From an optimization exercise on the open Yosys and OpenROAD flow, aimed at a short achievable clock period and few clock cycles; shortcuts taken in it are not production practice.
RTL that was checked went through simulation tests only; none was proved equivalent to the original.
Function not checked in run 2: the RTL went through the layout flow alone.
No activity file was given, so power comes from the tool's default toggle rates.

File: flow/run.sh
#!/bin/bash
# synth_recipe.tcl (not shown) runs the flow's synth.tcl, then flattens the netlist and writes it again
# the make line also repeats each setting of config.mk as NAME=value (left out here)
make -C /OpenROAD-flow-scripts/flow DESIGN_CONFIG=/design/flow/config.mk WORK_HOME=/design/flow/orfs CLKGATE_MAP_FILE= SYNTH_SCRIPT=/design/flow/synth_recipe.tcl finish
File: flow/config.mk
export PLATFORM = sky130hd
export DESIGN_NAME = riscv_core
export DESIGN_NICKNAME = riscv_core
export VERILOG_FILES = /design/flow/design.v
export SDC_FILE = /design/flow/constraint.sdc
export NUM_CORES = 4
export LEC_CHECK = 0
export ABC_CLOCK_PERIOD_IN_PS = 2500
export CAP_MARGIN = 20
export CORE_MARGIN = 2
export CORE_UTILIZATION = 40
export SETUP_SLACK_MARGIN = 4.5
export SLEW_MARGIN = 20
File: flow/constraint.sdc
create_clock -name core_clock -period 7.6 [get_ports {sys_clk}]
set_input_delay 1.5200 -clock core_clock [delete_from_list [all_inputs] [get_ports {sys_clk}]]
set_output_delay 1.5200 -clock core_clock [all_outputs]
set_load 0.01 [all_outputs]
File: flow/design.v
package rv_pkg;
  localparam int XLEN       = 32;
  localparam int REG_ADDR_W = 5;
  typedef logic [XLEN-1:0]       word_t;
  typedef logic [REG_ADDR_W-1:0] reg_addr_t;
  localparam logic [6:0] OP_LUI    = 7'b0110111;
  localparam logic [6:0] OP_LOAD   = 7'b0000011;
  localparam logic [6:0] OP_STORE  = 7'b0100011;
  localparam logic [6:0] OP_R_IMM  = 7'b0010011;
  localparam logic [6:0] OP_R_TYPE = 7'b0110011;
  localparam logic [2:0] F3_WORD = 3'b010;
  localparam int A_ADD  = 0;
  localparam int A_SUB  = 1;
  localparam int A_SLL  = 2;
  localparam int A_SLT  = 3;
  localparam int A_SLTU = 4;
  localparam int A_XOR  = 5;
  localparam int A_SRL  = 6;
  localparam int A_SRA  = 7;
  localparam int A_OR   = 8;
  localparam int A_AND  = 9;
  localparam int A_N    = 10;
endpackage
`timescale 1ns/1ps
module reg_file (
  input  logic              sys_clk,
  input  rv_pkg::reg_addr_t rs1_addr,
  input  rv_pkg::reg_addr_t rs2_addr,
  output rv_pkg::word_t     rs1_rdata,
  output rv_pkg::word_t     rs2_rdata,
  input  logic              wb_en,
  input  rv_pkg::reg_addr_t wb_rd,
  input  rv_pkg::word_t     wb_data
);
  rv_pkg::word_t regs [1:31];
  always_ff @(posedge sys_clk) begin
    if (wb_en && (wb_rd != '0)) begin
      regs[wb_rd] <= wb_data;
    end
  end
  assign rs1_rdata = (rs1_addr == '0) ? '0 : regs[rs1_addr];
  assign rs2_rdata = (rs2_addr == '0) ? '0 : regs[rs2_addr];
endmodule
`timescale 1ns/1ps
module fetch_decode (
  input  rv_pkg::word_t       instr,
  output logic                is_instr,    
  output logic                is_load,
  output logic                is_store,
  output logic                reg_write,   
  output logic                use_imm,
  output rv_pkg::reg_addr_t   rs1,         
  output rv_pkg::reg_addr_t   rs2,         
  output rv_pkg::reg_addr_t   rd,
  output logic [rv_pkg::A_N-1:0] alu_sel,
  output rv_pkg::word_t       imm
);
  logic [6:0] opcode;
  logic [2:0] f3;
  logic       alt;
  logic       lui, ld, st, opi, opr;
  assign opcode = instr[6:0];
  assign f3     = instr[14:12];
  assign alt    = instr[30];
  assign lui = (opcode == rv_pkg::OP_LUI);
  assign ld  = (opcode == rv_pkg::OP_LOAD)  && (f3 == rv_pkg::F3_WORD);
  assign st  = (opcode == rv_pkg::OP_STORE) && (f3 == rv_pkg::F3_WORD);
  assign opi = (opcode == rv_pkg::OP_R_IMM);
  assign opr = (opcode == rv_pkg::OP_R_TYPE);
  assign is_instr  = lui || ld || st || opi || opr;
  assign is_load   = ld;
  assign is_store  = st;
  assign rd        = instr[11:7];
  assign reg_write = (lui || ld || opi || opr) && (instr[11:7] != '0);
  assign use_imm   = !opr;
  assign rs1       = (ld || st || opi || opr) ? instr[19:15] : '0;
  assign rs2       = (st || opr) ? instr[24:20] : '0;
  always_comb begin
    if (lui)     imm = {instr[31:12], 12'b0};
    else if (st) imm = {{20{instr[31]}}, instr[31:25], instr[11:7]};
    else         imm = {{20{instr[31]}}, instr[31:20]};
  end
  always_comb begin
    alu_sel = '0;
    if (opi || opr) begin
      case (f3)
        3'd0: if (opr && alt) alu_sel[rv_pkg::A_SUB] = 1'b1; else alu_sel[rv_pkg::A_ADD] = 1'b1;
        3'd1: alu_sel[rv_pkg::A_SLL]  = 1'b1;
        3'd2: alu_sel[rv_pkg::A_SLT]  = 1'b1;
        3'd3: alu_sel[rv_pkg::A_SLTU] = 1'b1;
        3'd4: alu_sel[rv_pkg::A_XOR]  = 1'b1;
        3'd5: if (alt) alu_sel[rv_pkg::A_SRA] = 1'b1; else alu_sel[rv_pkg::A_SRL] = 1'b1;
        3'd6: alu_sel[rv_pkg::A_OR]   = 1'b1;
        default: alu_sel[rv_pkg::A_AND] = 1'b1;
      endcase
    end else begin
      alu_sel[rv_pkg::A_ADD] = 1'b1;   
    end
  end
endmodule
`timescale 1ns/1ps
module execute_stage (
  input  rv_pkg::word_t          op_a,
  input  rv_pkg::word_t          op_b,
  input  logic [rv_pkg::A_N-1:0] sel,
  output rv_pkg::word_t          result
);
  rv_pkg::word_t sum;
  logic [32:0]   diff;
  logic          lt, ltu;
  rv_pkg::word_t sll, srl, sra;
  assign sum  = op_a + op_b;
  assign diff = {1'b0, op_a} - {1'b0, op_b};
  assign ltu  = diff[32];
  assign lt   = (op_a[31] != op_b[31]) ? op_a[31] : diff[31];
  assign sll  = op_a << op_b[4:0];
  assign srl  = op_a >> op_b[4:0];
  assign sra  = rv_pkg::word_t'($signed(op_a) >>> op_b[4:0]);
  assign result = ({32{sel[rv_pkg::A_ADD]}}  & sum)
                | ({32{sel[rv_pkg::A_SUB]}}  & diff[31:0])
                | ({32{sel[rv_pkg::A_SLL]}}  & sll)
                | ({32{sel[rv_pkg::A_SLT]}}  & {31'b0, lt})
                | ({32{sel[rv_pkg::A_SLTU]}} & {31'b0, ltu})
                | ({32{sel[rv_pkg::A_XOR]}}  & (op_a ^ op_b))
                | ({32{sel[rv_pkg::A_SRL]}}  & srl)
                | ({32{sel[rv_pkg::A_SRA]}}  & sra)
                | ({32{sel[rv_pkg::A_OR]}}   & (op_a | op_b))
                | ({32{sel[rv_pkg::A_AND]}}  & (op_a & op_b));
endmodule
`timescale 1ns/1ps
module memory_writeback (
  input  logic          wb_is_load,
  input  rv_pkg::word_t wb_alu,
  input  rv_pkg::word_t dmem_read_data,
  output rv_pkg::word_t wb_data
);
  assign wb_data = wb_is_load ? dmem_read_data : wb_alu;
endmodule
`timescale 1ns/1ps
module riscv_core #(
  parameter rv_pkg::word_t RESET_PC = 32'h0
) (
  input  logic  sys_clk,
  input  logic  reset_n,
  output rv_pkg::word_t imem_addr,
  input  rv_pkg::word_t imem_read_data,
  output logic  dmem_read_cmd_valid,
  output logic  dmem_write_cmd_valid,
  output rv_pkg::word_t dmem_addr,
  output rv_pkg::word_t dmem_write_data,
  input  rv_pkg::word_t dmem_read_data
);
  localparam int N = rv_pkg::A_N;
  logic          fetch_valid;    
  logic          skid_valid;     
  rv_pkg::word_t skid;
  rv_pkg::word_t f_instr;
  logic          stall;
  assign f_instr = skid_valid ? skid : imem_read_data;
  logic              f_is_instr, f_is_load, f_is_store, f_reg_write, f_use_imm;
  rv_pkg::reg_addr_t f_rs1, f_rs2, f_rd;
  logic [N-1:0]      f_alu_sel;
  rv_pkg::word_t     f_imm;
  fetch_decode i_fetch_decode (
    .instr     (f_instr),
    .is_instr  (f_is_instr),
    .is_load   (f_is_load),
    .is_store  (f_is_store),
    .reg_write (f_reg_write),
    .use_imm   (f_use_imm),
    .rs1       (f_rs1),
    .rs2       (f_rs2),
    .rd        (f_rd),
    .alu_sel   (f_alu_sel),
    .imm       (f_imm)
  );
  logic              d_valid, d_is_load, d_is_store, d_reg_write, d_use_imm;
  logic              d_early;    
  rv_pkg::reg_addr_t d_rs1, d_rs2, d_rd;
  logic [N-1:0]      d_alu_sel;
  rv_pkg::word_t     d_imm;
  always_ff @(posedge sys_clk) begin
    if (!reset_n) begin
      imem_addr   <= RESET_PC;
      fetch_valid <= 1'b0;
      skid_valid  <= 1'b0;
      d_valid     <= 1'b0;
    end else begin
      fetch_valid <= 1'b1;
      if (stall) begin
        if (!skid_valid) begin
          skid_valid <= fetch_valid;
        end
      end else begin
        imem_addr  <= imem_addr + 32'd4;
        skid_valid <= 1'b0;
        d_valid    <= (skid_valid || fetch_valid) && f_is_instr;
      end
    end
  end
  always_ff @(posedge sys_clk) begin
    if (stall && !skid_valid) begin
      skid <= imem_read_data;
    end
    if (!stall) begin
      d_is_load   <= f_is_load;
      d_early     <= f_is_load && (f_rs1 == '0);
      d_is_store  <= f_is_store;
      d_reg_write <= f_reg_write;
      d_use_imm   <= f_use_imm;
      d_rs1       <= f_rs1;
      d_rs2       <= f_rs2;
      d_rd        <= f_rd;
      d_alu_sel   <= f_alu_sel;
      d_imm       <= f_imm;
    end
  end
  logic              e_valid, e_is_load, e_is_store, e_reg_write;
  logic              e_late_mem;     
  rv_pkg::reg_addr_t e_rd;
  logic [N-1:0]      e_alu_sel;
  logic              e_fwd_a, e_fwd_b, e_fwd_s;
  rv_pkg::word_t     e_a, e_b, e_s;
  logic              m_alu_write;    
  logic              m_load_write;   
  logic              m_early_write;  
  rv_pkg::reg_addr_t m_rd;
  rv_pkg::word_t     m_res;
  logic              w_write, w_is_load;
  rv_pkg::reg_addr_t w_rd;
  rv_pkg::word_t     w_alu;
  rv_pkg::word_t     w_data;
  memory_writeback i_memory_writeback (
    .wb_is_load     (w_is_load),
    .wb_alu         (w_alu),
    .dmem_read_data (dmem_read_data),
    .wb_data        (w_data)
  );
  rv_pkg::word_t rf_rs1, rf_rs2;
  reg_file i_reg_file (
    .sys_clk   (sys_clk),
    .rs1_addr  (d_rs1),
    .rs2_addr  (d_rs2),
    .rs1_rdata (rf_rs1),
    .rs2_rdata (rf_rs2),
    .wb_en     (w_write),
    .wb_rd     (w_rd),
    .wb_data   (w_data)
  );
  logic          m_hit1, m_hit2, l_hit1, l_hit2, w_hit1, w_hit2;
  rv_pkg::word_t d_v1, d_v2;
  assign m_hit1 = m_alu_write && (m_rd == d_rs1);
  assign m_hit2 = m_alu_write && (m_rd == d_rs2);
  assign l_hit1 = m_early_write && (m_rd == d_rs1);
  assign l_hit2 = m_early_write && (m_rd == d_rs2);
  assign w_hit1 = w_write && (w_rd == d_rs1);
  assign w_hit2 = w_write && (w_rd == d_rs2);
  assign d_v1 = m_hit1 ? m_res : l_hit1 ? dmem_read_data : w_hit1 ? w_data : rf_rs1;
  assign d_v2 = m_hit2 ? m_res : l_hit2 ? dmem_read_data : w_hit2 ? w_data : rf_rs2;
  logic e_load_write;
  assign e_load_write = e_valid && e_is_load && e_reg_write;
  logic load_early_now;
  assign load_early_now = d_valid && d_early && !stall && !(e_valid && e_late_mem);
  assign stall = d_valid &&
                 ((e_load_write && ((e_rd == d_rs1) || (e_rd == d_rs2))) ||
                  (m_load_write && ((m_rd == d_rs1) || (m_rd == d_rs2))));
  logic e_alu_write;
  assign e_alu_write = e_valid && e_reg_write && !e_is_load;
  always_ff @(posedge sys_clk) begin
    if (!reset_n) begin
      e_valid <= 1'b0;
    end else begin
      e_valid <= d_valid && !stall;
    end
    e_late_mem <= (d_is_load && !load_early_now) || d_is_store;
  end
  always_ff @(posedge sys_clk) begin
    e_is_load   <= d_is_load;
    e_is_store  <= d_is_store;
    e_reg_write <= d_reg_write;
    e_rd        <= d_rd;
    e_alu_sel   <= d_alu_sel;
    e_fwd_a     <= e_alu_write && (e_rd == d_rs1) && (d_rs1 != '0);
    e_fwd_b     <= e_alu_write && (e_rd == d_rs2) && (d_rs2 != '0) && !d_use_imm;
    e_fwd_s     <= e_alu_write && (e_rd == d_rs2) && (d_rs2 != '0);
    e_a         <= d_v1;
    e_b         <= d_use_imm ? d_imm : d_v2;
    e_s         <= d_v2;
  end
  rv_pkg::word_t op_a, op_b, alu_result, st_data, addr;
  assign op_a    = e_fwd_a ? m_res : e_a;
  assign op_b    = e_fwd_b ? m_res : e_b;
  assign st_data = e_fwd_s ? m_res : e_s;
  assign addr    = op_a + e_b;
  execute_stage i_execute_stage (
    .op_a   (op_a),
    .op_b   (op_b),
    .sel    (e_alu_sel),
    .result (alu_result)
  );
  always_ff @(posedge sys_clk) begin
    if (!reset_n) begin
      dmem_read_cmd_valid  <= 1'b0;
      dmem_write_cmd_valid <= 1'b0;
      m_alu_write          <= 1'b0;
      m_load_write         <= 1'b0;
      m_early_write        <= 1'b0;
    end else begin
      dmem_read_cmd_valid  <= (e_valid && e_is_load && e_late_mem) || load_early_now;
      dmem_write_cmd_valid <= e_valid && e_is_store;
      m_alu_write          <= e_alu_write;
      m_load_write         <= e_load_write && e_late_mem;
      m_early_write        <= e_load_write && !e_late_mem;
    end
  end
  always_ff @(posedge sys_clk) begin
    m_rd            <= e_rd;
    m_res           <= alu_result;
    dmem_addr       <= (d_early && !(e_valid && e_late_mem)) ? d_imm : addr;
    dmem_write_data <= st_data;
  end
  always_ff @(posedge sys_clk) begin
    if (!reset_n) begin
      w_write   <= 1'b0;
      w_is_load <= 1'b0;
    end else begin
      w_write   <= m_alu_write || m_load_write || m_early_write;
      w_is_load <= m_load_write;
    end
  end
  always_ff @(posedge sys_clk) begin
    w_rd  <= m_rd;
    w_alu <= m_early_write ? dmem_read_data : m_res;
  end
endmodule
==> notes.md, run 1 <==
initial antenna violation count=14; site row count=between 150 and 200; clock sink count=about 1400; Gate Count Post-Synth=roughly 5000; # hold bufs at CTS=0; FF+latch area=between 30000 and 40000 um^2; Primary FF master, synth=edfxtp_1; clock tree buffer depth=3; Net Switching=~4 mW; Max transition margin=a little over an eighth; Ys Warns=3; Num CTS Buffers=~150; Reg2Reg Depth=18; WHS=~340 ps; leakage=roughly 29 nW; GR Overflow Total=0; vias per cell=approximately 6.4; CTS tree=done; worst min path class=register to register; total routed wirelength=between 200 and 300 mm; GRT Util Overall=around 27%; clock root buffer=clkbuf_16; status=complete, no violations; hold_sp=d_rd[1]$_DFFE_PN_; crit path cell chain=buf_12 > mux2i_4 > ha_4 > or3_4 > o21bai_4 > a31oi_4 > a211o_1 > nor3b_4 > o2111ai_2 > a21oi_2 > nor2_1 > o21bai_1 > fa_2 > o22ai_2 > a221oi_2 > o211ai_1 > a21oi_1 > o211ai_1; dpl hpwl=151 mm; layout cells sized above 1=between 30 and 40%; Hold EP=e_rd[1]$_DFF_P_; worst skew pair latency=approximately 800 ps; DRT Pass-1 Iters=6; reg2reg end=m_res[0]$_DFF_P_; data required time at the worst endpoint=slightly above 8000 ps; most frequent cells in the layout=edfxtp_1, mux4_2, dfxtp_1, nand2_1, nor2_1; Final Max Tran Viols=0; post-synth top area share=between 40% and 50%; routed via count=a little under 50000; Synth area leaders=edfxtp_1, mux4_2, dfxtp_1; pwr/cell area=around 200 nW/um^2; die area=~180000 um^2; Reg power frac=50.1%; die height=425 um; Max IR drop VDD=0.000256 V; Multi-input gate area=33200 um^2; Slew @ Worst Pin=1290 ps; arrival time at the worst endpoint=between 4000 and 5000 ps; CTS clock-pin slew for the worst setup and hold paths=70 ps; Period Utilization, post-route=53.5%; RSZ-0062 raised after global routing=true; initial DRC count=~5600; Yosys top cell by area=edfxtp_1; family with the most delay on the worst path=compound AO/OA/AOI/OAI gates; FILL cells=14900; Peak Freq=about 0.25 GHz; FF-to-FF setup slack=about 3500 ps; Initial Util=40.3%; start of the worst register-to-register path=e_fwd_b$_DFF_P_; slowest stage cell, crit path=dfxtp_4; clock group share of total power=43.6%; most common cell after layout, fill and taps aside=edfxtp_1; Crit Path Max Fanout=7; CP peak stage delay=slightly above 400 ps; Async SR Flop Fraction=0%; Layout Utilization=about half; #FFs+latches synth=between 1000 and 1500; fin area=between 80000 and 90000 um^2; I/O Pins=around 160; worst path bufs/invs=1; Worst setup SP type=register; Die Wd=about 430 um; post-synth cell types=slightly above 90; PortBufs=between 150 and 200; Avg WL per Cell=approximately 33 um; synthesized area=71000 um^2; Routed Antenna Nets=0; Post-synth EDFFs=around 1100; routability cong.=between 0.9 and 1; setup violators final=0; Most common cell on crit path=o211ai_1; Setup Skew=approximately 37 ps; Avg Inst Size Synth=approximately 14 um^2; area grow syn2layout=21.6%; Logic pwr share=about 6.3%; setup TNS=0 ps; # DRC=0; nets@finish=about 5400; Hold Vio Cnt, Final=0; H-Tree Depth=4; number of global-route vias before repair=around 48000; total internal power=13.0 mW; min cycle time layout=around 4000 ps; WHS Path Cells=0; switching share of power=a little under a quarter; sequential-to-total area share from yosys stat=a little over half; Worst Setup Path Type=register to register; DP Area=between 70000 and 80000 um^2; first-pass GRT wire length=between 300 and 400 mm; pin count of the biggest net entering global routing=84; Core ar.=~180000 um^2; Max-Cap Viols=0; kind of end point of the critical path=register
-- per-stage QoR --
stage / std cells / setup WS, ps / power, mW
5_1_grt: 7700 / 3380 / 17.4
3_5_place_dp: 7185 / 2120 / 9.49
3_3_place_gp: 7185 / 2230 / 9.49
2_1_floorplan: 4950 / 3670 / 9.10
4_1_cts: 7605 / 3530 / 16.9
6_report: 7701 / 3540 / 16.9
-- registers in the layout, summed over array words and instances, names as in the netlist, 30 cells and up, named ones only --
| register | count |
|---|---|
| e_b | 32 |
| dmem_write_data | 32 |
| dmem_addr | 32 |
| e_a | 32 |
| m_res | 32 |
| w_alu | 32 |
| d_imm | 32 |
| imem_addr | 30 |
| i_reg_file.regs | 992 |
| e_s | 32 |
| skid | 32 |
-- power by group through the flow --
stage               combinational, mW  clock, mW  sequential [mW]
floorplan                       0.535          0             8.57
global placement                0.859          0             8.63
detailed placement              0.868          0             8.63
CTS                             0.996       7.46             8.47
global route                     1.13       7.75             8.48
finish                           1.07       7.37             8.48
-- kinds of logic after synthesis --
family	synth area share, %
simple gates	5.13
flops	54.6
compound gates	9.10
buf+inv	3.03
xor+xnor	1.17
mux	24.6
fa+ha+maj	2.39
other cells	0.00528
-- cell usage after synthesis, types with 66 or more instances --
library cell,number
a211oi_1,85
a21oi_1,245
buf_2,84
clkbuf_1,209
dfxtp_1,307
edfxtp_1,1086
ha_1,129
inv_1,152
mux2_2,137
mux2i_1,330
mux4_2,556
nand2_1,263
nor2_1,278
o21ai_0,228
o221ai_1,66
-- layer usage --
layer  global-route usage [%]  share of wire [%]
met1                     34.9                 38
met2                     44.5                 48
met3                     5.07                8.4
met4                     14.0                5.9
met5                        0             0.0051
-- worst register-to-register path: stages, from the launching register on --
cell,delay (ps)
dfxtp_4,410
buf_12,160
mux2i_4,290
ha_4,250
or3_4,390
o21bai_4,180
a31oi_4,200
a211o_1,210
nor3b_4,310
o2111ai_2,160
a21oi_2,150
nor2_1,60
o21bai_1,200
fa_2,320
o22ai_2,100
a221oi_2,180
o211ai_1,110
a21oi_1,150
o211ai_1,100
-- how the worst max path moves through the flow --
stage,slack [ps],endpoint,startpoint,cells past startpoint
after floorplan,3670,m_res[31]$_DFF_P_,e_fwd_b$_DFF_P_,20
after global placement,2230,m_res[31]$_DFF_P_,e_fwd_b$_DFF_P_,15
after detailed placement,2120,m_res[28]$_DFF_P_,e_fwd_b$_DFF_P_,14
after CTS,3530,m_res[0]$_DFF_P_,e_fwd_b$_DFF_P_,18
after global routing,3380,m_res[0]$_DFF_P_,e_fwd_b$_DFF_P_,18
final,3540,m_res[0]$_DFF_P_,e_fwd_b$_DFF_P_,18
-- cell type report --
| type | count | area share, % |
|---|---|---|
| multi-input combinational | 3041 | 38.5 |
| sequential | 1393 | 45.0 |
| timing repair inverter | 2 | 0.0203 |
| timing repair buffer | 491 | 6.64 |
| inverter | 160 | 0.776 |
| antenna | 10 | 0.0290 |
| clock inverter | 78 | 0.948 |
| clock buffer | 186 | 4.71 |
| tap | 2340 | 3.39 |
-- timing repair --
item	4_1_cts	5_1_grt
endpoints found under the setup margin	306	154
pin swaps	73	110
cloned	33	14
resized for setup	547	206
setup buffers	123	72
Testbench counts, summed over its fixed seeds: cycles 12,400.
==> run 2: changes to the inputs <==
--- a/flow/design.v
+++ b/flow/design.v
@@ -175,7 +175,6 @@
     .imm       (f_imm)
   );
   logic              d_valid, d_is_load, d_is_store, d_reg_write, d_use_imm;
-  logic              d_early;    
   rv_pkg::reg_addr_t d_rs1, d_rs2, d_rd;
   logic [N-1:0]      d_alu_sel;
   rv_pkg::word_t     d_imm;
@@ -204,7 +203,6 @@
     end
     if (!stall) begin
       d_is_load   <= f_is_load;
-      d_early     <= f_is_load && (f_rs1 == '0);
       d_is_store  <= f_is_store;
       d_reg_write <= f_reg_write;
       d_use_imm   <= f_use_imm;
@@ -216,14 +214,12 @@
     end
   end
   logic              e_valid, e_is_load, e_is_store, e_reg_write;
-  logic              e_late_mem;     
   rv_pkg::reg_addr_t e_rd;
   logic [N-1:0]      e_alu_sel;
   logic              e_fwd_a, e_fwd_b, e_fwd_s;
   rv_pkg::word_t     e_a, e_b, e_s;
   logic              m_alu_write;    
   logic              m_load_write;   
-  logic              m_early_write;  
   rv_pkg::reg_addr_t m_rd;
   rv_pkg::word_t     m_res;
   logic              w_write, w_is_load;
@@ -247,20 +243,16 @@
     .wb_rd     (w_rd),
     .wb_data   (w_data)
   );
-  logic          m_hit1, m_hit2, l_hit1, l_hit2, w_hit1, w_hit2;
+  logic          m_hit1, m_hit2, w_hit1, w_hit2;
   rv_pkg::word_t d_v1, d_v2;
   assign m_hit1 = m_alu_write && (m_rd == d_rs1);
   assign m_hit2 = m_alu_write && (m_rd == d_rs2);
-  assign l_hit1 = m_early_write && (m_rd == d_rs1);
-  assign l_hit2 = m_early_write && (m_rd == d_rs2);
   assign w_hit1 = w_write && (w_rd == d_rs1);
   assign w_hit2 = w_write && (w_rd == d_rs2);
-  assign d_v1 = m_hit1 ? m_res : l_hit1 ? dmem_read_data : w_hit1 ? w_data : rf_rs1;
-  assign d_v2 = m_hit2 ? m_res : l_hit2 ? dmem_read_data : w_hit2 ? w_data : rf_rs2;
+  assign d_v1 = m_hit1 ? m_res : w_hit1 ? w_data : rf_rs1;
+  assign d_v2 = m_hit2 ? m_res : w_hit2 ? w_data : rf_rs2;
   logic e_load_write;
   assign e_load_write = e_valid && e_is_load && e_reg_write;
-  logic load_early_now;
-  assign load_early_now = d_valid && d_early && !stall && !(e_valid && e_late_mem);
   assign stall = d_valid &&
                  ((e_load_write && ((e_rd == d_rs1) || (e_rd == d_rs2))) ||
                   (m_load_write && ((m_rd == d_rs1) || (m_rd == d_rs2))));
@@ -272,7 +264,6 @@
     end else begin
       e_valid <= d_valid && !stall;
     end
-    e_late_mem <= (d_is_load && !load_early_now) || d_is_store;
   end
   always_ff @(posedge sys_clk) begin
     e_is_load   <= d_is_load;
@@ -304,19 +295,17 @@
       dmem_write_cmd_valid <= 1'b0;
       m_alu_write          <= 1'b0;
       m_load_write         <= 1'b0;
-      m_early_write        <= 1'b0;
     end else begin
-      dmem_read_cmd_valid  <= (e_valid && e_is_load && e_late_mem) || load_early_now;
+      dmem_read_cmd_valid  <= e_valid && e_is_load;
       dmem_write_cmd_valid <= e_valid && e_is_store;
       m_alu_write          <= e_alu_write;
-      m_load_write         <= e_load_write && e_late_mem;
-      m_early_write        <= e_load_write && !e_late_mem;
+      m_load_write         <= e_load_write;
     end
   end
   always_ff @(posedge sys_clk) begin
     m_rd            <= e_rd;
     m_res           <= alu_result;
-    dmem_addr       <= (d_early && !(e_valid && e_late_mem)) ? d_imm : addr;
+    dmem_addr       <= addr;
     dmem_write_data <= st_data;
   end
   always_ff @(posedge sys_clk) begin
@@ -324,12 +313,12 @@
       w_write   <= 1'b0;
       w_is_load <= 1'b0;
     end else begin
-      w_write   <= m_alu_write || m_load_write || m_early_write;
+      w_write   <= m_alu_write || m_load_write;
       w_is_load <= m_load_write;
     end
   end
   always_ff @(posedge sys_clk) begin
     w_rd  <= m_rd;
-    w_alu <= m_early_write ? dmem_read_data : m_res;
+    w_alu <= m_res;
   end
 endmodule
==> run 2 against run 1 <==
  * Still clean
  * Synthesized area fell by 2.7%
  * Worst setup slack worse by 400 ps
  * Design area fell by 4.7%
  * Critical endpoint is now m_res[31]$_DFF_P_
  * Sequential cell count down 3
  * First-iteration DRC count shrank 7.7%
  * Via count down 6.3%
  * Register-to-register slack worse by 400 ps
  * Critical path depth is 2 higher
  * Largest power group unchanged
==> notes.md, run 2 <==
status=complete, no violations; Final Max Tran Viols=0 (unchanged); most common cell after layout, fill and taps aside=edfxtp_1; Worst Setup Path Type=register to register; max reg flops=992 (unchanged); Peak Freq=0.224 GHz (-8.9%); data required time at the worst endpoint=8300 ps (+50 ps); initial antenna violation count=3 (-11); FF-to-FF setup slack=3140 ps (-400 ps); DP Area=73800 um^2 (-2.5%); Slew @ Worst Pin=1080 ps (-216 ps); routability cong.=0.947 (-2.0%); worst skew pair latency=830 ps (+30 ps); Hold EP=e_is_load$_DFF_P_; Layout Utilization=47.9% (-1.0 points); kind of end point of the critical path=register; Worst Setup SP=e_fwd_a$_DFF_P_; post-synth top area share=47.2% (+1.2 points); largest register by flop count=i_reg_file.regs; Ys Warns=3 (unchanged); vias per cell=6.25 (-1.7%); CTS tree=done; clock tree buffer depth=3 (unchanged); area grow syn2layout=19.0%; Max IR drop VDD=0.000211 V (-18%); Setup Skew=47.0 ps (+10.0 ps); routed via count=46000 (-6.3%); Core ar.=172000 um^2 (-2.7%); Gate Count Post-Synth=4682 (-5.4%); Avg Inst Size Synth=14.8 um^2 (+2.8%); WHS Path Cells=0 (unchanged); leakage=27.0 nW (-5.4%); # hold bufs at CTS=0 (unchanged); CTS clock-pin slew for the worst setup and hold paths=70 ps (about the same); Async SR Flop Fraction=0% (unchanged); first-pass GRT wire length=336 mm (-5.2%); Crit Path Max Fanout=6 (-1); GRT Util Overall=26.8% (-0.50 points); Max transition margin=28.1% (+14 points); Simple-Gate Fraction of Synth Area=4.74% (-0.38 points); Die Wd=420 um (-1.4%); Synth area leaders=edfxtp_1, mux4_2, dfxtp_1; initial DRC count=5185 (-7.7%); share of cell area taken by muxes after synthesis=24.3% (-0.27 points); Hold Vio Cnt, Final=0 (unchanged); dpl hpwl=142 mm (-5.5%); RSZ-0062 raised after global routing=true; Num CTS Buffers=150 (+0.67%); post-synth cell types=92 (-1.1%); Avg WL per Cell=32.7 um (-0.82%); Commonest cells post-synth=edfxtp_1, mux4_2, dfxtp_1; start of the worst register-to-register path=e_fwd_a$_DFF_P_; die height=420 um (-1.4%); DRT Pass-1 Iters=6 (unchanged); CP peak stage delay=450 ps (+40 ps); arrival time at the worst endpoint=5160 ps (+450 ps); Initial Util=40.3% (about the same); clock sink count=1390 (-0.22%); GR Overflow Total=0 (unchanged); die area=176000 um^2 (-2.7%); worst min path class=register to register; min cycle time layout=4460 ps (+396 ps); most frequent cell after synthesis=edfxtp_1; largest family of logic cells by synthesized area=multiplexers; reg2reg end=m_res[31]$_DFF_P_; Post-Synth Adder-Cell Area=2.45% (+0.067 points); sequential-to-total area share from yosys stat=56.0% (+1.4 points); Worst setup SP type=register; Placed Instances=6918 (-3.7%); #FFs+latches synth=1390 (-0.22%); I/O Pins=164 (unchanged); slowest stage cell, crit path=dfxtp_4; setup TNS=0 ps (unchanged); # DRC=0 (unchanged); layout cells sized above 1=29.3% (-3.1 points); Routed Antenna Nets=0 (unchanged); H-Tree Depth=4 (unchanged); nets@finish=5117 (-5.9%); XOR/XNOR Fraction of Synth Area=1.22% (+0.045 points); total routed wirelength=240 mm (-5.4%); Reg2Reg Depth=20 (+2); setup violators final=0 (unchanged); fin area=82200 um^2 (-4.7%); Max-Cap Viols=0 (unchanged); PortBufs=161 (unchanged); Primary FF master, synth=edfxtp_1; Yosys top cell by area=edfxtp_1; clock root buffer=clkbuf_16; pwr/cell area=204 nW/um^2 (+4.0%); Post-synth EDFFs=1085 (-0.092%); hold_sp=d_is_load$_DFFE_PN_; crit path cell chain=buf_12 > buf_12 > mux2i_4 > ha_4 > nor2_4 > o311a_4 > o21ba_4 > o21ai_2 > o211ai_1 > buf_4 > a31o_4 > a2111o_1 > a21oi_2 > o21bai_1 > fa_2 > nand2_1 > o211ai_1 > nor4_1 > o21ai_1 > a221o_1; synthesized area=69100 um^2 (-2.7%); Period Utilization, post-route=58.7% (+5.2 points); most frequent cells in the layout=edfxtp_1, mux4_2, dfxtp_1, nor2_1, mux2i_1; post-synthesis compound-gate area fraction=8.48% (-0.62 points); pin count of the biggest net entering global routing=71 (-15%); site row count=152 (-1.3%); Post-Layout Cell Count=7347 (-4.6%); number of global-route vias before repair=45100 (-5.7%)
run 2: cell types whose count changed after synthesis, moves of 15 or more:
cell and delta:
mux2_2 -44, buf_2 -56, o221a_2 -16, nor2_1 +22, buf_1 +34, a21o_1 -15, and2_1 +23, mux2i_1 -28
xor2_1 -16, o21ai_0 -116, xnor2_1 +17, o21ai_1 +20, o21a_1 +67, nand2_1 -77
run 2: worst max-delay path by stage:
stage | endpoint | cells after the start
detailed placement | m_res[31]$_DFF_P_ | 18
global placement | m_res[31]$_DFF_P_ | 18
CTS | m_res[31]$_DFF_P_ | 20
floorplan | m_res[31]$_DFF_P_ | 22
finish | m_res[31]$_DFF_P_ | 20
global route | m_res[31]$_DFF_P_ | 20
run 2: power breakdown:
part	internal [mW]	switching [mW]	leakage (nW)
sequential	8.35	0.118	12.4
combinational	0.319	0.604	12.3
clock	4.23	3.15	2.38
total	12.9	3.87	27.0
run 2: through the flow:
stage	power (mW)	setup slack, ps	hold slack, ps
2_1_floorplan	9.06	3330	323
3_3_place_gp	9.44	2250	324
3_5_place_dp	9.44	2220	329
4_1_cts	16.8	3060	340
5_1_grt	17.2	3030	353
6_report	16.8	3140	336
run 2: timing repair:
item,4_1_cts,5_1_grt
pin swaps,43,32
setup buffers,95,38
endpoints found under the setup margin,430,184
cloned,14,11
gates resized for setup,397,126
run 2: critical path, delay by kind of cell, from the launching register on:
family,cells,cell delay (ps)
and+or+nand+nor,3,350
AOI/OAI and AO/OA,11,2170
adders and majority gates,2,650
muxes,1,330
DFF,1,450
buffers and inverters,3,410
run 2: final cells by class:
type / instances / area, um^2
multi-input combinational: 2807 / 30600
antenna: 1 / 2.50
clock inverter: 87 / 966
timing repair buffer: 408 / 4440
inverter: 159 / 616
timing repair inverter: 2 / 13.8
clock buffer: 183 / 3940
sequential: 1390 / 38800
tap: 2310 / 2890
fill: 14700 / 89300
run 2: kinds of logic (layout without fill, tap and decap cells):
kind of cell | after synthesis | count (layout)
other cells | 1 | 3
mux | 964 | 964
flops | 1390 | 1390
fa+ha+maj | 133 | 133
compound gates | 882 | 883
simple gates | 728 | 729
buf+inv | 488 | 839
xor+xnor | 96 | 96
run 2: metal layers:
| metal | GRT usage [%] | up-vias | wire (um) |
|---|---|---|---|
| met2 | 43.2 | 2360 | 115000 |
| met1 | 35.4 | 23900 | 92500 |
| met4 | 12.7 | 4 | 13100 |
| met3 | 4.56 | 525 | 19400 |
| li1 | - | 19200 | - |
| met5 | 0 | - | 27 |
==> run 3: changes to the inputs <==
--- a/flow/design.v
+++ b/flow/design.v
@@ -100,32 +100,65 @@
 endmodule
 `timescale 1ns/1ps
 module execute_stage (
-  input  rv_pkg::word_t          op_a,
-  input  rv_pkg::word_t          op_b,
-  input  logic [rv_pkg::A_N-1:0] sel,
-  output rv_pkg::word_t          result
+  input  rv_pkg::word_t e_a,        
+  input  rv_pkg::word_t e_b,        
+  input  rv_pkg::word_t m_res,      
+  input  logic          fwd_a,      
+  input  logic          fwd_b,      
+  input  logic          sub,        
+  input  logic          k_add00,    
+  input  logic          k_add10,    
+  input  logic          k_add01,    
+  input  logic          k_sub01,    
+  input  logic          k_add11,    
+  input  logic          k_slt,      
+  input  logic          k_sltu,     
+  input  logic          k_sll,
+  input  logic          k_srl,
+  input  logic          k_sra,
+  input  logic          k_xor,
+  input  logic          k_or,
+  input  logic          k_and,
+  output rv_pkg::word_t result,
+  output rv_pkg::word_t addr        
 );
-  rv_pkg::word_t sum;
-  logic [32:0]   diff;
+  logic [32:0]   s00, s10, s01, d01;
+  rv_pkg::word_t s11;
+  logic          lt00, lt10, lt01, ltu00, ltu10, ltu01;
   logic          lt, ltu;
+  rv_pkg::word_t op_a, op_b;
   rv_pkg::word_t sll, srl, sra;
-  assign sum  = op_a + op_b;
-  assign diff = {1'b0, op_a} - {1'b0, op_b};
-  assign ltu  = diff[32];
-  assign lt   = (op_a[31] != op_b[31]) ? op_a[31] : diff[31];
+  assign s00 = {1'b0, e_a}   + {1'b0, e_b} + {32'b0, sub};
+  assign s10 = {1'b0, m_res} + {1'b0, e_b} + {32'b0, sub};
+  assign s01 = {1'b0, e_a}   + {1'b0, m_res};
+  assign d01 = {1'b0, e_a}   + {1'b0, ~m_res} + 33'd1;
+  assign s11 = sub ? 32'b0 : {m_res[30:0], 1'b0};
+  assign ltu00 = !s00[32];
+  assign ltu10 = !s10[32];
+  assign ltu01 = !d01[32];
+  assign lt00  = (e_a[31]   == e_b[31]) ? e_a[31]   : ltu00;
+  assign lt10  = (m_res[31] == e_b[31]) ? m_res[31] : ltu10;
+  assign lt01  = (e_a[31]   != m_res[31]) ? e_a[31] : ltu01;
+  assign ltu = fwd_a ? (fwd_b ? 1'b0 : ltu10) : (fwd_b ? ltu01 : ltu00);
+  assign lt  = fwd_a ? (fwd_b ? 1'b0 : lt10)  : (fwd_b ? lt01  : lt00);
+  assign op_a = fwd_a ? m_res : e_a;
+  assign op_b = fwd_b ? m_res : e_b;
   assign sll  = op_a << op_b[4:0];
   assign srl  = op_a >> op_b[4:0];
   assign sra  = rv_pkg::word_t'($signed(op_a) >>> op_b[4:0]);
-  assign result = ({32{sel[rv_pkg::A_ADD]}}  & sum)
-                | ({32{sel[rv_pkg::A_SUB]}}  & diff[31:0])
-                | ({32{sel[rv_pkg::A_SLL]}}  & sll)
-                | ({32{sel[rv_pkg::A_SLT]}}  & {31'b0, lt})
-                | ({32{sel[rv_pkg::A_SLTU]}} & {31'b0, ltu})
-                | ({32{sel[rv_pkg::A_XOR]}}  & (op_a ^ op_b))
-                | ({32{sel[rv_pkg::A_SRL]}}  & srl)
-                | ({32{sel[rv_pkg::A_SRA]}}  & sra)
-                | ({32{sel[rv_pkg::A_OR]}}   & (op_a | op_b))
-                | ({32{sel[rv_pkg::A_AND]}}  & (op_a & op_b));
+  assign result = ({32{k_add00}} & s00[31:0])
+                | ({32{k_add10}} & s10[31:0])
+                | ({32{k_add01}} & s01[31:0])
+                | ({32{k_sub01}} & d01[31:0])
+                | ({32{k_add11}} & s11)
+                | {31'b0, (k_slt && lt) || (k_sltu && ltu)}
+                | ({32{k_sll}}   & sll)
+                | ({32{k_srl}}   & srl)
+                | ({32{k_sra}}   & sra)
+                | ({32{k_xor}}   & (op_a ^ op_b))
+                | ({32{k_or}}    & (op_a | op_b))
+                | ({32{k_and}}   & (op_a & op_b));
+  assign addr = fwd_a ? s10[31:0] : s00[31:0];
 endmodule
 `timescale 1ns/1ps
 module memory_writeback (
@@ -175,6 +208,7 @@
     .imm       (f_imm)
   );
   logic              d_valid, d_is_load, d_is_store, d_reg_write, d_use_imm;
+  logic              d_early;    
   rv_pkg::reg_addr_t d_rs1, d_rs2, d_rd;
   logic [N-1:0]      d_alu_sel;
   rv_pkg::word_t     d_imm;
@@ -203,6 +237,7 @@
     end
     if (!stall) begin
       d_is_load   <= f_is_load;
+      d_early     <= f_is_load && (f_rs1 == '0);
       d_is_store  <= f_is_store;
       d_reg_write <= f_reg_write;
       d_use_imm   <= f_use_imm;
@@ -214,12 +249,15 @@
     end
   end
   logic              e_valid, e_is_load, e_is_store, e_reg_write;
+  logic              e_late_mem;     
   rv_pkg::reg_addr_t e_rd;
-  logic [N-1:0]      e_alu_sel;
-  logic              e_fwd_a, e_fwd_b, e_fwd_s;
+  logic              e_fwd_a, e_fwd_b, e_fwd_s, e_sub;
+  logic              e_k_add00, e_k_add10, e_k_add01, e_k_sub01, e_k_add11;
+  logic              e_k_slt, e_k_sltu, e_k_sll, e_k_srl, e_k_sra, e_k_xor, e_k_or, e_k_and;
   rv_pkg::word_t     e_a, e_b, e_s;
   logic              m_alu_write;    
   logic              m_load_write;   
+  logic              m_early_write;  
   rv_pkg::reg_addr_t m_rd;
   rv_pkg::word_t     m_res;
   logic              w_write, w_is_load;
@@ -243,16 +281,20 @@
     .wb_rd     (w_rd),
     .wb_data   (w_data)
   );
-  logic          m_hit1, m_hit2, w_hit1, w_hit2;
+  logic          m_hit1, m_hit2, l_hit1, l_hit2, w_hit1, w_hit2;
   rv_pkg::word_t d_v1, d_v2;
   assign m_hit1 = m_alu_write && (m_rd == d_rs1);
   assign m_hit2 = m_alu_write && (m_rd == d_rs2);
+  assign l_hit1 = m_early_write && (m_rd == d_rs1);
+  assign l_hit2 = m_early_write && (m_rd == d_rs2);
   assign w_hit1 = w_write && (w_rd == d_rs1);
   assign w_hit2 = w_write && (w_rd == d_rs2);
-  assign d_v1 = m_hit1 ? m_res : w_hit1 ? w_data : rf_rs1;
-  assign d_v2 = m_hit2 ? m_res : w_hit2 ? w_data : rf_rs2;
+  assign d_v1 = m_hit1 ? m_res : l_hit1 ? dmem_read_data : w_hit1 ? w_data : rf_rs1;
+  assign d_v2 = m_hit2 ? m_res : l_hit2 ? dmem_read_data : w_hit2 ? w_data : rf_rs2;
   logic e_load_write;
   assign e_load_write = e_valid && e_is_load && e_reg_write;
+  logic load_early_now;
+  assign load_early_now = d_valid && d_early && !stall && !(e_valid && e_late_mem);
   assign stall = d_valid &&
                  ((e_load_write && ((e_rd == d_rs1) || (e_rd == d_rs2))) ||
                   (m_load_write && ((m_rd == d_rs1) || (m_rd == d_rs2))));
@@ -264,30 +306,65 @@
     end else begin
       e_valid <= d_valid && !stall;
     end
+    e_late_mem <= (d_is_load && !load_early_now) || d_is_store;
   end
+  logic          d_fwd_a, d_fwd_b, d_sub, d_add;
+  rv_pkg::word_t d_b;
+  assign d_fwd_a = e_alu_write && (e_rd == d_rs1) && (d_rs1 != '0);
+  assign d_fwd_b = e_alu_write && (e_rd == d_rs2) && (d_rs2 != '0) && !d_use_imm;
+  assign d_sub   = d_alu_sel[rv_pkg::A_SUB] || d_alu_sel[rv_pkg::A_SLT] || d_alu_sel[rv_pkg::A_SLTU];
+  assign d_add   = d_alu_sel[rv_pkg::A_ADD] || d_alu_sel[rv_pkg::A_SUB];
+  assign d_b     = d_use_imm ? d_imm : d_v2;
   always_ff @(posedge sys_clk) begin
     e_is_load   <= d_is_load;
     e_is_store  <= d_is_store;
     e_reg_write <= d_reg_write;
     e_rd        <= d_rd;
-    e_alu_sel   <= d_alu_sel;
-    e_fwd_a     <= e_alu_write && (e_rd == d_rs1) && (d_rs1 != '0);
-    e_fwd_b     <= e_alu_write && (e_rd == d_rs2) && (d_rs2 != '0) && !d_use_imm;
+    e_fwd_a     <= d_fwd_a;
+    e_fwd_b     <= d_fwd_b;
     e_fwd_s     <= e_alu_write && (e_rd == d_rs2) && (d_rs2 != '0);
+    e_sub       <= d_sub;
+    e_k_add00   <= d_add && !d_fwd_a && !d_fwd_b;
+    e_k_add10   <= d_add &&  d_fwd_a && !d_fwd_b;
+    e_k_add01   <= d_alu_sel[rv_pkg::A_ADD] && !d_fwd_a && d_fwd_b;
+    e_k_sub01   <= d_alu_sel[rv_pkg::A_SUB] && !d_fwd_a && d_fwd_b;
+    e_k_add11   <= d_add &&  d_fwd_a &&  d_fwd_b;
+    e_k_slt     <= d_alu_sel[rv_pkg::A_SLT];
+    e_k_sltu    <= d_alu_sel[rv_pkg::A_SLTU];
+    e_k_sll     <= d_alu_sel[rv_pkg::A_SLL];
+    e_k_srl     <= d_alu_sel[rv_pkg::A_SRL];
+    e_k_sra     <= d_alu_sel[rv_pkg::A_SRA];
+    e_k_xor     <= d_alu_sel[rv_pkg::A_XOR];
+    e_k_or      <= d_alu_sel[rv_pkg::A_OR];
+    e_k_and     <= d_alu_sel[rv_pkg::A_AND];
     e_a         <= d_v1;
-    e_b         <= d_use_imm ? d_imm : d_v2;
+    e_b         <= d_sub ? ~d_b : d_b;
     e_s         <= d_v2;
   end
-  rv_pkg::word_t op_a, op_b, alu_result, st_data, addr;
-  assign op_a    = e_fwd_a ? m_res : e_a;
-  assign op_b    = e_fwd_b ? m_res : e_b;
+  rv_pkg::word_t alu_result, st_data, addr;
   assign st_data = e_fwd_s ? m_res : e_s;
-  assign addr    = op_a + e_b;
   execute_stage i_execute_stage (
-    .op_a   (op_a),
-    .op_b   (op_b),
-    .sel    (e_alu_sel),
-    .result (alu_result)
+    .e_a     (e_a),
+    .e_b     (e_b),
+    .m_res   (m_res),
+    .fwd_a   (e_fwd_a),
+    .fwd_b   (e_fwd_b),
+    .sub     (e_sub),
+    .k_add00 (e_k_add00),
+    .k_add10 (e_k_add10),
+    .k_add01 (e_k_add01),
+    .k_sub01 (e_k_sub01),
+    .k_add11 (e_k_add11),
+    .k_slt   (e_k_slt),
+    .k_sltu  (e_k_sltu),
+    .k_sll   (e_k_sll),
+    .k_srl   (e_k_srl),
+    .k_sra   (e_k_sra),
+    .k_xor   (e_k_xor),
+    .k_or    (e_k_or),
+    .k_and   (e_k_and),
+    .result  (alu_result),
+    .addr    (addr)
   );
   always_ff @(posedge sys_clk) begin
     if (!reset_n) begin
@@ -295,17 +372,19 @@
       dmem_write_cmd_valid <= 1'b0;
       m_alu_write          <= 1'b0;
       m_load_write         <= 1'b0;
+      m_early_write        <= 1'b0;
     end else begin
-      dmem_read_cmd_valid  <= e_valid && e_is_load;
+      dmem_read_cmd_valid  <= (e_valid && e_is_load && e_late_mem) || load_early_now;
       dmem_write_cmd_valid <= e_valid && e_is_store;
       m_alu_write          <= e_alu_write;
-      m_load_write         <= e_load_write;
+      m_load_write         <= e_load_write && e_late_mem;
+      m_early_write        <= e_load_write && !e_late_mem;
     end
   end
   always_ff @(posedge sys_clk) begin
     m_rd            <= e_rd;
     m_res           <= alu_result;
-    dmem_addr       <= addr;
+    dmem_addr       <= (d_early && !(e_valid && e_late_mem)) ? d_imm : addr;
     dmem_write_data <= st_data;
   end
   always_ff @(posedge sys_clk) begin
@@ -313,12 +392,12 @@
       w_write   <= 1'b0;
       w_is_load <= 1'b0;
     end else begin
-      w_write   <= m_alu_write || m_load_write;
+      w_write   <= m_alu_write || m_load_write || m_early_write;
       w_is_load <= m_load_write;
     end
   end
   always_ff @(posedge sys_clk) begin
     w_rd  <= m_rd;
-    w_alu <= m_res;
+    w_alu <= m_early_write ? dmem_read_data : m_res;
   end
 endmodule
==> run 3 against run 2 <==
  * Still clean on timing, DRC and antenna
  * Critical path depth down 9
  * Register-to-register slack better by 1100 ps
  * Sequential cell count up 7
  * Fmax up 33%
  * Design area up 9.8%
  * Sequential power up 2.5%
  * Synthesized area up 7.5%
  * Combinational power up 100%
  * Core utilization up 0.87 points
  * Die area up 7.4%
  * Largest cell class unchanged
  * Largest power group unchanged
==> notes.md, run 3 <==
status=complete, no violations; DP Area=78900 um^2 (+6.9%); min cycle time layout=3350 ps (-1110 ps); Power Total=18.1 mW (+7.9%); Hold Vio Cnt, Final=0 (unchanged); dpl ws=2980 ps (+762 ps); Worst setup SP type=register; first-pass GRT wire length=387 mm (+15%); number of global-route vias before repair=51500 (+14%); Num CTS Buffers=153 (+2.0%); site row count=158 (+3.9%); die height=435 um (+3.7%); CTS clock-pin slew for the worst setup and hold paths=60 ps (about the same); largest register by flop count=i_reg_file.regs; Ys Warns=3 (unchanged); arrival time at the worst endpoint=4040 ps (-1120 ps); #FFs+latches synth=1397 (+0.50%); die area=189000 um^2 (+7.4%); Die Wd=435 um (+3.7%); clock sink count=1397 (+0.50%); CTS tree=done; most frequent cell after synthesis=edfxtp_1; RSZ-0062 raised after global routing=true; Post-synth EDFFs=1086 (+0.092%); nets@finish=5968 (+17%); Initial Util=40.1% (-0.13 points); initial antenna violation count=16 (+13); Final WS setup=4250 ps (+1110 ps); sequential-to-total area share from yosys stat=52.3% (-3.7 points); Max IR drop VDD=0.000239 V (+13%); clock root buffer=clkbuf_16; routability cong.=0.966 (+2.0%); Commonest cells post-synth=edfxtp_1, mux4_2, mux2i_1; Primary FF master, synth=edfxtp_1; # hold bufs at CTS=0 (unchanged); kind of end point of the critical path=register; # DRC=0 (unchanged); Core ar.=185000 um^2 (+7.9%); Max transition margin=16.6% (-12 points); Crit Path Max Fanout=10 (+4); initial DRC count=6677 (+29%); Avg Inst Size Synth=13.8 um^2 (-6.7%); H-Tree Depth=4 (unchanged); max reg flops=992 (unchanged); Yosys top cell by area=edfxtp_1; Avg WL per Cell=33.6 um (+2.8%); Setup Skew=47.2 ps (+0.217 ps); most frequent cells in the layout=edfxtp_1, mux4_2, mux2i_1, nand2_1, nor2_1; GR Overflow Total=0 (unchanged); setup violators final=0 (unchanged); Slew @ Worst Pin=1250 ps (+168 ps); Gate Count Post-Synth=5398 (+15%); most common cell after layout, fill and taps aside=edfxtp_1; pin count of the biggest net entering global routing=101 (+42%); routed via count=53200 (+16%); total routed wirelength=279 mm (+16%); pwr/cell area=200 nW/um^2 (-1.8%); setup TNS=0 ps (unchanged); layout cells sized above 1=31.2% (+1.8 points); GRT Util Overall=28.4% (+1.6 points); worst skew pair latency=840 ps (about the same); I/O Pins=164 (unchanged); dpl hpwl=172 mm (+21%); area grow syn2layout=21.6%; clock tree buffer depth=3 (unchanged); leakage=30.2 nW (+12%); Synth area leaders=edfxtp_1, mux4_2, dfxtp_1; Worst Setup Path Type=register to register; data required time at the worst endpoint=8290 ps (about the same); Max-Cap Viols=0 (unchanged); post-synth cell types=91 (-1.1%); Routed Antenna Nets=0 (unchanged); PortBufs=161 (unchanged); Async SR Flop Fraction=0% (unchanged); fin area=90300 um^2 (+9.8%); synthesized area=74300 um^2 (+7.5%); worst min path class=register to register; post-synth top area share=43.9% (-3.3 points); DRT Pass-1 Iters=8 (+2); Period Utilization, post-route=44.1% (-15 points); Final Max Tran Viols=0 (unchanged); vias per cell=6.39 (+2.2%); Peak Freq=0.299 GHz (+33%)
## run 3: changes by cell type after synthesis, moves of 25 or more
cell      change
buf_2        +41
nand2_1     +107
ha_1         +62
inv_1        +40
a21oi_1      +39
o221a_2      +29
mux2i_1     +108
xor2_1       +25
nand3_1      +26
xnor2_1      +26
o211ai_1     +43
o21ai_0      +95
o21a_1       -53
## run 3: cells by family after synthesis
group,Yosys count,synth area share (%)
buffers and inverters,581,3.16
AO/OA/AOI/OAI,1101,9.97
other,1,0.00505
AND/OR/NAND/NOR,915,5.58
multiplexers,1059,23.9
flip-flops,1397,52.3
XOR/XNOR,147,1.73
adder cells (fa/ha/maj),197,3.38
## run 3: worst paths after layout
check,from,to,slack [ps],depth (start not counted)
setup / recovery,m_res[18]$_DFF_P_,m_res[31]$_DFF_P_,4250,11
setup reg to reg,m_res[18]$_DFF_P_,m_res[31]$_DFF_P_,4250,11
hold reg to reg,d_rd[3]$_DFFE_PN_,e_rd[3]$_DFF_P_,340,0
hold / removal,d_rd[3]$_DFFE_PN_,e_rd[3]$_DFF_P_,340,0
## run 3: layout make-up
class / instances / area [um^2]
fill: 15900 / 94700
clock inverter: 98 / 1040
antenna: 10 / 25.0
timing repair buffer: 528 / 5970
inverter: 198 / 778
tap: 2480 / 3100
clock buffer: 179 / 3970
timing repair inverter: 2 / 16.3
multi-input combinational: 3425 / 36400
sequential: 1397 / 39000
## run 3: critical path: stages, from the launching register on
cell and delay [ps]:
dfxtp_4 430, inv_1 100, ha_2 350, or4_4 540, nor4_4 210, nand3_2 160, a211oi_4 390, o31ai_4 100
nand2_2 150, a211oi_4 110, mux2i_1 160, or4_1 520
## run 3: what timing repair did
action,in CTS,in global routing
hold endpoints to repair,0,0
gates cloned,22,21
setup buffers,112,93
pin swaps,57,94
setup endpoints to repair,343,276
gates resized for setup,574,307
## run 3: routing by layer
metal	part of all wire (%)	wire length, um	track usage, %
met1	39	108000	36.8
met2	47	133000	46.4
met3	8.0	22400	4.62
met4	5.9	16400	14.0
met5	0.020	55	0
## run 3: where the power goes
part | switching (mW) | internal [mW] | leakage [nW]
clock | 3.24 | 4.32 | 2.45
combinational | 1.21 | 0.637 | 15.3
sequential | 0.177 | 8.50 | 12.4
## run 3: per-stage QoR
stage               util (%)  instances  hold slack [ps]
global route            48.8       8315              355
global placement        42.6       7782              325
finish                  48.8       8317              338
floorplan                  -       5399              323
detailed placement      42.6       7782              328
CTS                     47.3       8193              338
Testbench counts of run 3, summed over its fixed seeds: cycles 12,400.

==> port drivers added, routing unchanged <==
No port has a modelled driver above. Below, the same layouts with a new extraction and two added sets of constraints.
Step 1, drivers: a clkbuf_16 drives sys_clk and a buf_2 each remaining input, both assumed.
Step 2 also shifts input and output timing later by t, the mid clock arrival at the registers, as if the neighbouring blocks saw the same clock.
a / b / c = ideal / step 1 / step 2; a / b = the first two.
run | shift t [ns] | setup slack, ns | hold slack, ns | latest minus earliest clock arrival (ns) | slew at the worst register clock pin (ns)
run 1 | 0.858 | 3.537 / 3.537 / 3.537 | 0.337 / 0.337 / 0.337 | 0.038 / 0.038 | 0.07 / 0.07
run 2 | 0.892 | 3.141 / 3.141 / 3.141 | 0.336 / 0.336 / 0.336 | 0.051 / 0.050 | 0.08 / 0.08
run 3 | 0.913 | 4.252 / 4.252 / 3.450 | 0.338 / 0.338 / 0.338 | 0.050 / 0.050 | 0.07 / 0.07
After both steps setup and hold are still met in every run listed. The setup slack of run 3, which loses most, moves by 0.000 ns with the drivers and by -0.802 ns with both steps.
